Background: an optimization exercise with open tools, aiming at small area, a short achievable clock period and few clock cycles per item. Do not read the settings as production practice. The RTL was checked by simulation tests, not by an equivalence proof against the original design.

==> inputs of job 5026 <==
Design ir_volts_to_distance_loglog_core, start of the top module:
module ir_volts_to_distance_loglog_core (
    input  logic        clk,
    input  logic        rst_n,
    input  logic        cfg_we,
    input  logic        cfg_index,
    input  logic [15:0] cfg_data,
    input  logic        sample_valid,
    output logic        sample_ready,
    input  logic [15:0] voltage,
    output logic        result_valid,
    input  logic        result_ready,
    output logic [14:0] distance,
    output logic [1:0]  range_status
);
==> flow/config.mk <==
export PLATFORM = sky130hd
export DESIGN_NAME = ir_volts_to_distance_loglog_core
export DESIGN_NICKNAME = ir_volts_to_distance_loglog_core
export VERILOG_FILES = /design/flow/design.v
export SDC_FILE = /design/flow/constraint.sdc
export NUM_CORES = 4
export LEC_CHECK = 0
export CAP_MARGIN = 20
export CORE_MARGIN = 2
export CORE_UTILIZATION = 40
export SLEW_MARGIN = 20
==> flow/constraint.sdc <==
create_clock -name core_clock -period 7.0 [get_ports {clk}]
set_input_delay 1.4000 -clock core_clock [delete_from_list [all_inputs] [get_ports {clk}]]
set_output_delay 1.4000 -clock core_clock [all_outputs]
set_load 0.01 [all_outputs]
run.sh (not shown) runs the stock make flow with config.mk's settings and CLKGATE_MAP_FILE= SYNTH_SCRIPT=/design/flow/synth_recipe.tcl, a recipe that flattens the netlist after the stock synthesis.
==> job 9891: changes against job 5026 <==
--- a/flow/config.mk
+++ b/flow/config.mk
@@ -10,2 +10,3 @@
 export CORE_UTILIZATION = 40
+export SETUP_SLACK_MARGIN = 2.0
 export SLEW_MARGIN = 20
==> comparison <==
Register-to-register slack: job 5026 is lower than job 9891 (0.64 ns). Utilization: job 5026 is lower than job 9891 (3.4 points). In area after synthesis, job 9891 and job 5026 do not differ. Between job 9891 and job 5026, the lower maximum frequency is in job 5026 (gap about 12%, measured against job 5026).
==> figures <==
metric	job 9891	job 5026
Postcts setup bufs	106	0
Number of non-clock buffers	213	76
PnR worst setup slack	1.68 ns	1.04 ns
Multi-input gate share of total cell area	58.8%	60.2%
Routed length per instance	17.3 µm	17.0 µm
Crit path launch	s2_r_reg[5]	s3_sg0_reg
Clock tree buffer count of the final layout	31	41
Run status	complete, no violations	complete, no violations
Final core utilization	47.3%	43.8%
Testbench counts of job 5026, summed over its fixed seeds: cycles 16,056, items 16,000.
Testbench counts of job 9891, summed over its fixed seeds: cycles 16,056, items 16,000.

==> inputs of ember <==
Another version of the RTL of ir_volts_to_distance_loglog_core (not shown whole).
Settings: LEC_CHECK=0, CAP_MARGIN=20, CORE_MARGIN=2, CORE_UTILIZATION=40, SLEW_MARGIN=20; clock period 7.0 ns.
==> raven (differences from ember) <==
--- a/flow/design.v
+++ b/flow/design.v
@@ -276,34 +276,32 @@
     assign la_l4c0 = {la_l4m0[23:0], 1'b0};
     logic [24:0] la_l5s0;
     logic [24:0] la_l5c0;
     logic [24:0] la_l5m0;
     assign la_l5s0 = la_l4s0 ^ la_l4c0 ^ la_l3c1;
     assign la_l5m0 = (la_l4s0 & la_l4c0) | (la_l4s0 & la_l3c1) | (la_l4c0 & la_l3c1);
     assign la_l5c0 = {la_l5m0[23:0], 1'b0};
-    logic [9:0] la_lo;
-    assign la_lo = {1'b0, la_l5s0[8:0]} + {1'b0, la_l5c0[8:0]};
     logic [2:0]  s3_seg_reg;
-    logic [15:0] s3_s_reg;
-    logic [15:0] s3_c_reg;
-    logic        s3_ci_reg;
+    logic [24:0] s3_s_reg;
+    logic [24:0] s3_c_reg;
     logic [1:0]  s3_st_reg;
     always_ff @(posedge clk)
     begin
         if (adv)
         begin
             s3_seg_reg <= s2_seg_reg;
-            s3_s_reg   <= la_l5s0[24:9];
-            s3_c_reg   <= la_l5c0[24:9];
-            s3_ci_reg  <= la_lo[9];
+            s3_s_reg   <= la_l5s0;
+            s3_c_reg   <= la_l5c0;
             s3_st_reg  <= s2_st_reg;
         end
     end
+    logic [24:0] dl_sum;
     logic [15:0] dl_next;
-    assign dl_next = s3_s_reg + s3_c_reg + 16'(s3_ci_reg);
+    assign dl_sum  = s3_s_reg + s3_c_reg;
+    assign dl_next = dl_sum[24:9];
     logic [2:0]  s4_seg_reg;
     logic        s4_sg0_reg;
     logic        s4_sg1_reg;
     logic        s4_sg01_reg;
     logic [15:0] s4_dl_reg;
     logic [1:0]  s4_st_reg;
     always_ff @(posedge clk)
@@ -366,34 +364,32 @@
     assign sl_l3c0 = {sl_l3m0[27:0], 1'b0};
     logic [28:0] sl_l4s0;
     logic [28:0] sl_l4c0;
     logic [28:0] sl_l4m0;
     assign sl_l4s0 = sl_l3s0 ^ sl_l3c0 ^ sl_l2c1;
     assign sl_l4m0 = (sl_l3s0 & sl_l3c0) | (sl_l3s0 & sl_l2c1) | (sl_l3c0 & sl_l2c1);
     assign sl_l4c0 = {sl_l4m0[27:0], 1'b0};
-    logic [12:0] sl_lo;
-    assign sl_lo = {1'b0, sl_l4s0[11:0]} + {1'b0, sl_l4c0[11:0]};
     logic [2:0]  s5_seg_reg;
-    logic [16:0] s5_s_reg;
-    logic [16:0] s5_c_reg;
-    logic        s5_ci_reg;
+    logic [28:0] s5_s_reg;
+    logic [28:0] s5_c_reg;
     logic [1:0]  s5_st_reg;
     always_ff @(posedge clk)
     begin
         if (adv)
         begin
             s5_seg_reg <= s4_seg_reg;
-            s5_s_reg   <= sl_l4s0[28:12];
-            s5_c_reg   <= sl_l4c0[28:12];
-            s5_ci_reg  <= sl_lo[12];
+            s5_s_reg   <= sl_l4s0;
+            s5_c_reg   <= sl_l4c0;
             s5_st_reg  <= s4_st_reg;
         end
     end
+    logic [28:0] delta_sum;
     logic [16:0] delta_next;
-    assign delta_next = s5_s_reg + s5_c_reg + 17'(s5_ci_reg);
+    assign delta_sum  = s5_s_reg + s5_c_reg;
+    assign delta_next = delta_sum[28:12];
     logic [2:0]  s6_seg_reg;
     logic [16:0] s6_delta_reg;
     logic [1:0]  s6_st_reg;
     always_ff @(posedge clk)
     begin
         if (adv)
         begin
@@ -494,90 +490,95 @@
     assign le_l4c0 = {le_l4m0[24:0], 1'b0};
     logic [25:0] le_l5s0;
     logic [25:0] le_l5c0;
     logic [25:0] le_l5m0;
     assign le_l5s0 = le_l4s0 ^ le_l4c0 ^ le_l3c1;
     assign le_l5m0 = (le_l4s0 & le_l4c0) | (le_l4s0 & le_l3c1) | (le_l4c0 & le_l3c1);
     assign le_l5c0 = {le_l5m0[24:0], 1'b0};
-    logic [10:0] le_lo;
-    assign le_lo = {1'b0, le_l5s0[9:0]} + {1'b0, le_l5c0[9:0]};
     logic [4:0]  s8_k_reg;
     logic        s8_far_reg;
     logic        s8_near_reg;
     logic        s8_ip_reg;
-    logic [15:0] s8_s_reg;
-    logic [15:0] s8_c_reg;
-    logic        s8_ci_reg;
+    logic [25:0] s8_s_reg;
+    logic [25:0] s8_c_reg;
     logic [1:0]  s8_st_reg;
     always_ff @(posedge clk)
     begin
         if (adv)
         begin
             s8_k_reg    <= 5'(1) << s7_seg_reg;
             s8_far_reg  <= (s7_st_reg == ivdll_pkg::ST_FAR);
             s8_near_reg <= (s7_st_reg == ivdll_pkg::ST_NEAR);
             s8_ip_reg   <= s7_ip_reg && (s7_st_reg == ivdll_pkg::ST_INTERP);
-            s8_s_reg    <= le_l5s0[25:10];
-            s8_c_reg    <= le_l5c0[25:10];
-            s8_ci_reg   <= le_lo[10];
+            s8_s_reg    <= le_l5s0;
+            s8_c_reg    <= le_l5c0;
             s8_st_reg   <= s7_st_reg;
         end
     end
-    logic [15:0] exm_next;
-    assign exm_next = s8_s_reg + s8_c_reg + 16'(s8_ci_reg);
-    logic [4:0]  s9_k_reg;
-    logic [15:0] s9_exm_reg;
+    logic [25:0] exm_sum;
+    logic [15:0] exm;
+    logic [4:0]  k;
+    logic [16:0] ex;
+    logic [22:0] ex23;
+    logic [22:0] op_a_next;
+    logic [22:0] op_b_next;
+    logic        neg_next;
+    assign exm_sum = s8_s_reg + s8_c_reg;
+    always_comb
+    begin
+        if (s8_far_reg)
+        begin
+            k   = 5'b10000;
+            exm = 16'd10922;
+        end
+        else if (s8_near_reg)
+        begin
+            k   = 5'b00001;
+            exm = 16'd0;
+        end
+        else if (s8_ip_reg)
+        begin
+            k   = 5'b00001;
+            exm = 16'd32768;
+        end
+        else
+        begin
+            k   = s8_k_reg;
+            exm = exm_sum[25:10];
+        end
+    end
+    assign ex   = {exm[15], !exm[15], exm[14:0]};
+    assign ex23 = 23'(ex);
+    assign op_a_next = ({23{k[0]}} & (ex23 << 2))
+                     | ({23{k[1]}} & (ex23 << 3))
+                     | ({23{k[2] | k[3]}} & (ex23 << 4))
+                     | ({23{k[4]}} & (ex23 << 5));
+    assign op_b_next = ({23{k[0]}} & ex23)
+                     | ({23{k[1]}} & (ex23 << 1))
+                     | ({23{k[2]}} & ~ex23)
+                     | ({23{k[3]}} & (ex23 << 2))
+                     | ({23{k[4]}} & ~(ex23 << 1));
+    assign neg_next  = k[2] || k[4];
+    logic [22:0] s9_op_a_reg;
+    logic [22:0] s9_op_b_reg;
+    logic        s9_neg_reg;
     logic [1:0]  s9_st_reg;
     always_ff @(posedge clk)
     begin
         if (adv)
         begin
-            if (s8_far_reg)
-            begin
-                s9_k_reg   <= 5'b10000;
-                s9_exm_reg <= 16'd10922;
-            end
-            else if (s8_near_reg)
-            begin
-                s9_k_reg   <= 5'b00001;
-                s9_exm_reg <= 16'd0;
-            end
-            else if (s8_ip_reg)
-            begin
-                s9_k_reg   <= 5'b00001;
-                s9_exm_reg <= 16'd32768;
-            end
-            else
-            begin
-                s9_k_reg   <= s8_k_reg;
-                s9_exm_reg <= exm_next;
-            end
-            s9_st_reg <= s8_st_reg;
+            s9_op_a_reg <= op_a_next;
+            s9_op_b_reg <= op_b_next;
+            s9_neg_reg  <= neg_next;
+            s9_st_reg   <= s8_st_reg;
         end
     end
-    logic [16:0] ex;
-    logic [22:0] ex23;
-    logic [22:0] op_a;
-    logic [22:0] op_b;
-    logic        neg;
     logic [22:0] m_sum;
     logic [14:0] dist_next;
-    assign ex   = {s9_exm_reg[15], !s9_exm_reg[15], s9_exm_reg[14:0]};
-    assign ex23 = 23'(ex);
-    assign op_a = ({23{s9_k_reg[0]}} & (ex23 << 2))
-                | ({23{s9_k_reg[1]}} & (ex23 << 3))
-                | ({23{s9_k_reg[2] | s9_k_reg[3]}} & (ex23 << 4))
-                | ({23{s9_k_reg[4]}} & (ex23 << 5));
-    assign op_b = ({23{s9_k_reg[0]}} & ex23)
-                | ({23{s9_k_reg[1]}} & (ex23 << 1))
-                | ({23{s9_k_reg[2]}} & ~ex23)
-                | ({23{s9_k_reg[3]}} & (ex23 << 2))
-                | ({23{s9_k_reg[4]}} & ~(ex23 << 1));
-    assign neg  = s9_k_reg[2] || s9_k_reg[4];
-    assign m_sum = op_a + op_b + {17'd0, 1'b1, 4'd0, neg};
+    assign m_sum     = s9_op_a_reg + s9_op_b_reg + {17'd0, 1'b1, 4'd0, s9_neg_reg};
     assign dist_next = m_sum[20:6];
     logic [14:0] dist_reg;
     logic [1:0]  st_out_reg;
     always_ff @(posedge clk)
     begin
         if (adv)
         begin
==> flow/flow/run.sh (new file) <==
#!/bin/bash
# The standard layout (the standard.sh: ORFS from synthesis to the final
# layout), with these options changed: adders are mapped with Yosys's default
# Brent-Kung carry lookahead instead of Kogge-Stone, ports are buffered with
# buf_2 cells, and CTS inserts no dummy loads and clusters up to 40 sinks.
set -euo pipefail
bash standard.sh \
    'SYNTH_OPERATIONS_ARGS=-booth' \
    'BUFFER_PORTS_ARGS=-buffer_cell sky130_fd_sc_hd__buf_2' \
    'CTS_ARGS=-sink_clustering_enable -repair_clock_nets -dont_use_dummy_load -sink_clustering_size 40' \
    finish > standard_flow.log 2>&1
==> flow/standard.sh (new file) <==
#!/bin/bash
# synth_recipe.tcl (not shown) runs the flow's synth.tcl, then flattens the netlist and writes it again
# the make line also repeats each setting of config.mk as NAME=value (left out here)
make -C /OpenROAD-flow-scripts/flow DESIGN_CONFIG=/design/flow/config.mk WORK_HOME=/design/flow/orfs CLKGATE_MAP_FILE= SYNTH_SCRIPT=/design/flow/synth_recipe.tcl "${@:-finish}"
removed: flow/run.sh
==> summary.txt <==
Critical path
The launching point of the worst reg2reg path is s8_s_reg[7].

Die
Across the placement rows, the number of tap cells is 978.

Global route
The routing usage on met1 is between 20% and 30%. Global routing used between 20 and 30% of the available met2 tracks.

Timing
The portion of the clock cycle consumed by the worst path in the final layout is between 50% and 60%.

Synthesis
The synthesized netlist devotes 11.4% of its cell area to simple gates. The most common cell in the synthesized netlist is edfxtp_1.

Status
The flow ran to the end and the layout has no timing, DRC or antenna violations.

Clocking
The tree built by TritonCTS fans out to 410 sinks.

Placement
Routability-driven placement finished with a final weighted congestion of 0.892.

Finish
After routing the design area is 0.0329 mm2.

Detailed routing
The initial DRC count is 1524.
That was raven.
==> summary.txt <==
Status
The flow ran to the end and the layout has no timing, DRC or antenna violations.

Finish
After routing the design area is 0.0320 mm2.

Detailed routing
After the first detailed-routing iteration, the DRC count stood at around 1600.

Critical path
The launching point of the worst reg2reg path is s9_k_reg[4].

Timing
The portion of the clock cycle consumed by the worst path in the final layout is 60.6%.

Placement
The weighted congestion reported at the end of routability-driven placement is 0.876.

Global route
For met2 alone, demand over resource in global routing was about 29%.
That was ember.
Testbench counts of ember, summed over its fixed seeds: cycles 16,080, items 16,000.
Testbench counts of raven, summed over its fixed seeds: cycles 16,080, items 16,000.

==> inputs of 09-06 <==
Another version of the RTL of ir_volts_to_distance_loglog_core (not shown whole).
export LEC_CHECK = 0
export CAP_MARGIN = 20
export CORE_MARGIN = 2
export CORE_UTILIZATION = 40
export SETUP_SLACK_MARGIN = 3.3
export SLEW_MARGIN = 20
create_clock -name core_clock -period 7.0 [get_ports {clk}]
standard.sh (not shown) runs the stock make flow with config.mk's settings and CLKGATE_MAP_FILE= SYNTH_SCRIPT=/design/flow/synth_recipe.tcl, a recipe that flattens the netlist after the stock synthesis.
==> flow/flow/run.sh <==
#!/bin/bash
# The standard layout (the standard.sh: ORFS from synthesis to the final
# layout, unchanged synthesis), with two placement/CTS options changed:
# ports are buffered with buf_2 cells, and CTS inserts no dummy loads and clusters up to 20 sinks.
set -euo pipefail
bash standard.sh \
    'BUFFER_PORTS_ARGS=-buffer_cell sky130_fd_sc_hd__buf_2' \
    'CTS_ARGS=-sink_clustering_enable -repair_clock_nets -dont_use_dummy_load -sink_clustering_size 20 -sink_clustering_max_diameter 90' \
    finish > standard_flow.log 2>&1
==> 12-21: changes against 09-06 <==
--- a/flow/design.v
+++ b/flow/design.v
@@ -95,21 +95,32 @@
             else
                 near_thr_reg <= cfg_data;
         end
     end
     logic [NS:1] vld_reg;
     logic        adv;
+    logic        skid_vld_reg;
     assign adv = result_ready || !vld_reg[NS];
     always_ff @(posedge clk or negedge rst_n)
     begin
         if (!rst_n)
-            vld_reg <= '0;
-        else if (adv)
-            vld_reg <= {vld_reg[NS-1:1], sample_valid};
+        begin
+            vld_reg      <= '0;
+            skid_vld_reg <= 1'b0;
+        end
+        else
+        begin
+            if (adv)
+                vld_reg <= {vld_reg[NS-1:1], skid_vld_reg || sample_valid};
+            if (adv)
+                skid_vld_reg <= 1'b0;
+            else if (sample_valid)
+                skid_vld_reg <= 1'b1;
+        end
     end
-    assign sample_ready = adv;
+    assign sample_ready = !skid_vld_reg;
     assign result_valid = vld_reg[NS];
     logic [1:0]  st_next;
     logic [2:0]  seg_next;
     logic [14:0] f_next;
     always_comb
     begin
@@ -139,22 +150,34 @@
             f_next = {voltage[13:0], 1'b0};
         else if (voltage[13])
             f_next = {voltage[12:0], 2'b0};
         else
             f_next = {voltage[11:0], 3'b0};
     end
+    logic [2:0]  skid_seg_reg;
+    logic [14:0] skid_f_reg;
+    logic [1:0]  skid_st_reg;
+    always_ff @(posedge clk)
+    begin
+        if (!adv && !skid_vld_reg)
+        begin
+            skid_seg_reg <= seg_next;
+            skid_f_reg   <= f_next;
+            skid_st_reg  <= st_next;
+        end
+    end
     logic [2:0]  s1_seg_reg;
     logic [14:0] s1_f_reg;
     logic [1:0]  s1_st_reg;
     always_ff @(posedge clk)
     begin
         if (adv)
         begin
-            s1_seg_reg <= seg_next;
-            s1_f_reg   <= f_next;
-            s1_st_reg  <= st_next;
+            s1_seg_reg <= skid_vld_reg ? skid_seg_reg : seg_next;
+            s1_f_reg   <= skid_vld_reg ? skid_f_reg : f_next;
+            s1_st_reg  <= skid_vld_reg ? skid_st_reg : st_next;
         end
     end
     logic [26:0] ltab;
     assign ltab = ivdll_pkg::LOG_TAB[s1_f_reg[14:9]*27 +: 27];
     logic [2:0]  s2_seg_reg;
     logic [15:0] s2_base_reg;
==> flow/flow/run.sh (replaced) <==
#!/bin/bash
# The standard layout (the standard.sh: ORFS from synthesis to the final
# layout, unchanged synthesis), with two placement/CTS options changed:
# ports are buffered with buf_2 cells, and CTS inserts no dummy loads.
set -euo pipefail
bash standard.sh \
    'BUFFER_PORTS_ARGS=-buffer_cell sky130_fd_sc_hd__buf_2' \
    'CTS_ARGS=-sink_clustering_enable -repair_clock_nets -dont_use_dummy_load' \
    finish > standard_flow.log 2>&1
CORE_UTILIZATION = 65   (was 40)
PLACE_DENSITY = 0.75   (was default)
SETUP_SLACK_MARGIN = 3.6   (was 3.3)
==> 05-25: changes against 09-06 <==
--- a/flow/design.v
+++ b/flow/design.v
@@ -95,55 +95,76 @@
             else
                 near_thr_reg <= cfg_data;
         end
     end
     logic [NS:1] vld_reg;
     logic        adv;
-    assign adv = result_ready || !vld_reg[NS];
+    logic        skid_vld_reg;
+    logic [15:0] skid_v_reg;
+    logic        in_vld;
+    logic [15:0] v_in;
+    assign adv    = result_ready || !vld_reg[NS];
+    assign in_vld = skid_vld_reg || sample_valid;
+    assign v_in   = skid_vld_reg ? skid_v_reg : voltage;
     always_ff @(posedge clk or negedge rst_n)
     begin
         if (!rst_n)
-            vld_reg <= '0;
-        else if (adv)
-            vld_reg <= {vld_reg[NS-1:1], sample_valid};
+        begin
+            vld_reg      <= '0;
+            skid_vld_reg <= 1'b0;
+        end
+        else
+        begin
+            if (adv)
+                vld_reg <= {vld_reg[NS-1:1], in_vld};
+            if (adv)
+                skid_vld_reg <= 1'b0;
+            else if (sample_valid)
+                skid_vld_reg <= 1'b1;
+        end
+    end
+    always_ff @(posedge clk)
+    begin
+        if (!adv && !skid_vld_reg)
+            skid_v_reg <= voltage;
     end
-    assign sample_ready = adv;
+    assign sample_ready = !skid_vld_reg;
     assign result_valid = vld_reg[NS];
     logic [1:0]  st_next;
     logic [2:0]  seg_next;
     logic [14:0] f_next;
     always_comb
     begin
-        if (voltage <= far_thr_reg)
+        if (v_in <= far_thr_reg)
             st_next = ivdll_pkg::ST_FAR;
-        else if (voltage >= near_thr_reg)
+        else if (v_in >= near_thr_reg)
             st_next = ivdll_pkg::ST_NEAR;
-        else if (voltage > ivdll_pkg::AV0)
+        else if (v_in > ivdll_pkg::AV0)
             st_next = ivdll_pkg::ST_NEAR;
-        else if (voltage < ivdll_pkg::AV5)
+        else if (v_in < ivdll_pkg::AV5)
             st_next = ivdll_pkg::ST_FAR;
         else
             st_next = ivdll_pkg::ST_INTERP;
-        if (voltage >= ivdll_pkg::AV1)
+        if (v_in >= ivdll_pkg::AV1)
             seg_next = 3'd0;
-        else if (voltage >= ivdll_pkg::AV2)
+        else if (v_in >= ivdll_pkg::AV2)
             seg_next = 3'd1;
-        else if (voltage >= ivdll_pkg::AV3)
+        else if (v_in >= ivdll_pkg::AV3)
             seg_next = 3'd2;
-        else if (voltage >= ivdll_pkg::AV4)
+        else if (v_in >= ivdll_pkg::AV4)
             seg_next = 3'd3;
         else
             seg_next = 3'd4;
-        if (voltage[15])
-            f_next = voltage[14:0];
-        else if (voltage[14])
-            f_next = {voltage[13:0], 1'b0};
-        else if (voltage[13])
-            f_next = {voltage[12:0], 2'b0};
+        if (v_in[15])
+            f_next = v_in[14:0];
+        else if (v_in[14])
+            f_next = {v_in[13:0], 1'b0};
+        else if (v_in[13])
+            f_next = {v_in[12:0], 2'b0};
         else
-            f_next = {voltage[11:0], 3'b0};
+            f_next = {v_in[11:0], 3'b0};
     end
     logic [2:0]  s1_seg_reg;
     logic [14:0] s1_f_reg;
     logic [1:0]  s1_st_reg;
     always_ff @(posedge clk)
     begin
==> flow/flow/run.sh (replaced) <==
#!/bin/bash
# The standard layout (the standard.sh: ORFS from synthesis to the final
# layout, unchanged synthesis), with two placement/CTS options changed:
# ports are buffered with buf_2 cells, and CTS inserts no dummy loads.
set -euo pipefail
bash standard.sh \
    'BUFFER_PORTS_ARGS=-buffer_cell sky130_fd_sc_hd__buf_2' \
    'CTS_ARGS=-sink_clustering_enable -repair_clock_nets -dont_use_dummy_load' \
    finish > standard_flow.log 2>&1
SETUP_SLACK_MARGIN = 3.4   (was 3.3)
==> flow_summary.toml <==
[drt]
drt-met1-wl_mm = 29.9

[layout]
final_layout_size_suffix_gt1_frac = 0.157
final_cell_mix = "edfxtp_1 (371), nand2_1 (307), inv_1 (267), ha_1 (260), fa_1 (180)"

[outcome]
outcome = "timing/DRC/antenna clean"

[critical_path]
startpoint = "s2_diff_reg[8]$_DFFE_PN_"

[global_route]
grtUsageMet2 = 0.520
grt_max_degree = 143
-- figures above: 12-21

==> flow_summary.toml <==
[outcome]
outcome = "timing/DRC/antenna clean"

[global_route]
grtUsageMet2 = 0.295
grt_max_degree = 182

[layout]
final_cell_mix = "edfxtp_1 (367), nand2_1 (308), inv_1 (298), ha_1 (269), fa_1 (213)"

[drt]
drt-met1-wl_mm = 30.8
-- figures above: 05-25

==> flow_summary.toml <==
[global_route]
grt_max_degree = 158
grtUsageMet2 = 0.318

[drt]
drt-met1-wl_mm = 27.7

[outcome]
outcome = "timing/DRC/antenna clean"

[critical_path]
startpoint = "s2_r_reg[6]$_DFFE_PP_"

[layout]
final_layout_size_suffix_gt1_frac = 0.0794
-- figures above: 09-06

Testbench counts of 09-06, summed over its fixed seeds: cycles 16,080, items 16,000.
Testbench counts of 12-21, summed over its fixed seeds: cycles 16,080, items 16,000.
Testbench counts of 05-25, summed over its fixed seeds: cycles 16,080, items 16,000.

## what the ideal ports hide
Ports are ideal in the flow. The routed layouts listed here were re-timed in OpenROAD.
Step 1, drivers: a clkbuf_16 drives clk and a buf_2 each remaining input, both assumed.
Step 2 moves the port delays by t, midway between the first and last clock arrival at a register: inputs arrive t later, outputs are due t later. That takes back most of the time a late clock gives input paths.
a / b / c = no drivers / after step 1 / after step 2; a / b = the first two.
| run | t, ns | setup WS [ns] | worst hold slack (ns) | worst data-port slew with drivers (ns) |
|---|---|---|---|---|
| job 5026 | 0.609 | 1.042 / 1.042 / 1.042 | 0.409 / 0.409 / 0.409 | 0.04 |
| job 9891 | 0.612 | 1.684 / 1.684 / 1.684 | 0.406 / 0.406 / 0.406 | 0.07 |
| ember | 0.620 | 2.761 / 2.761 / 2.579 | 0.414 / 0.414 / 0.414 | 0.06 |
| raven | 0.616 | 3.057 / 3.057 / 2.860 | 0.364 / 0.364 / 0.364 | 0.04 |
| 09-06 | 0.606 | 3.337 / 3.337 / 3.190 | 0.385 / 0.385 / 0.385 | 0.04 |
| 12-21 | 0.605 | 3.411 / 3.411 / 3.378 | 0.366 / 0.366 / 0.366 | 0.04 |
| 05-25 | 0.639 | 3.396 / 3.396 / 2.965 | 0.400 / 0.400 / 0.400 | 0.06 |
After both steps setup and hold are still met in every run listed. For 05-25, which loses most, drivers alone change the setup slack by 0.000 ns; drivers and shift together by -0.431 ns.
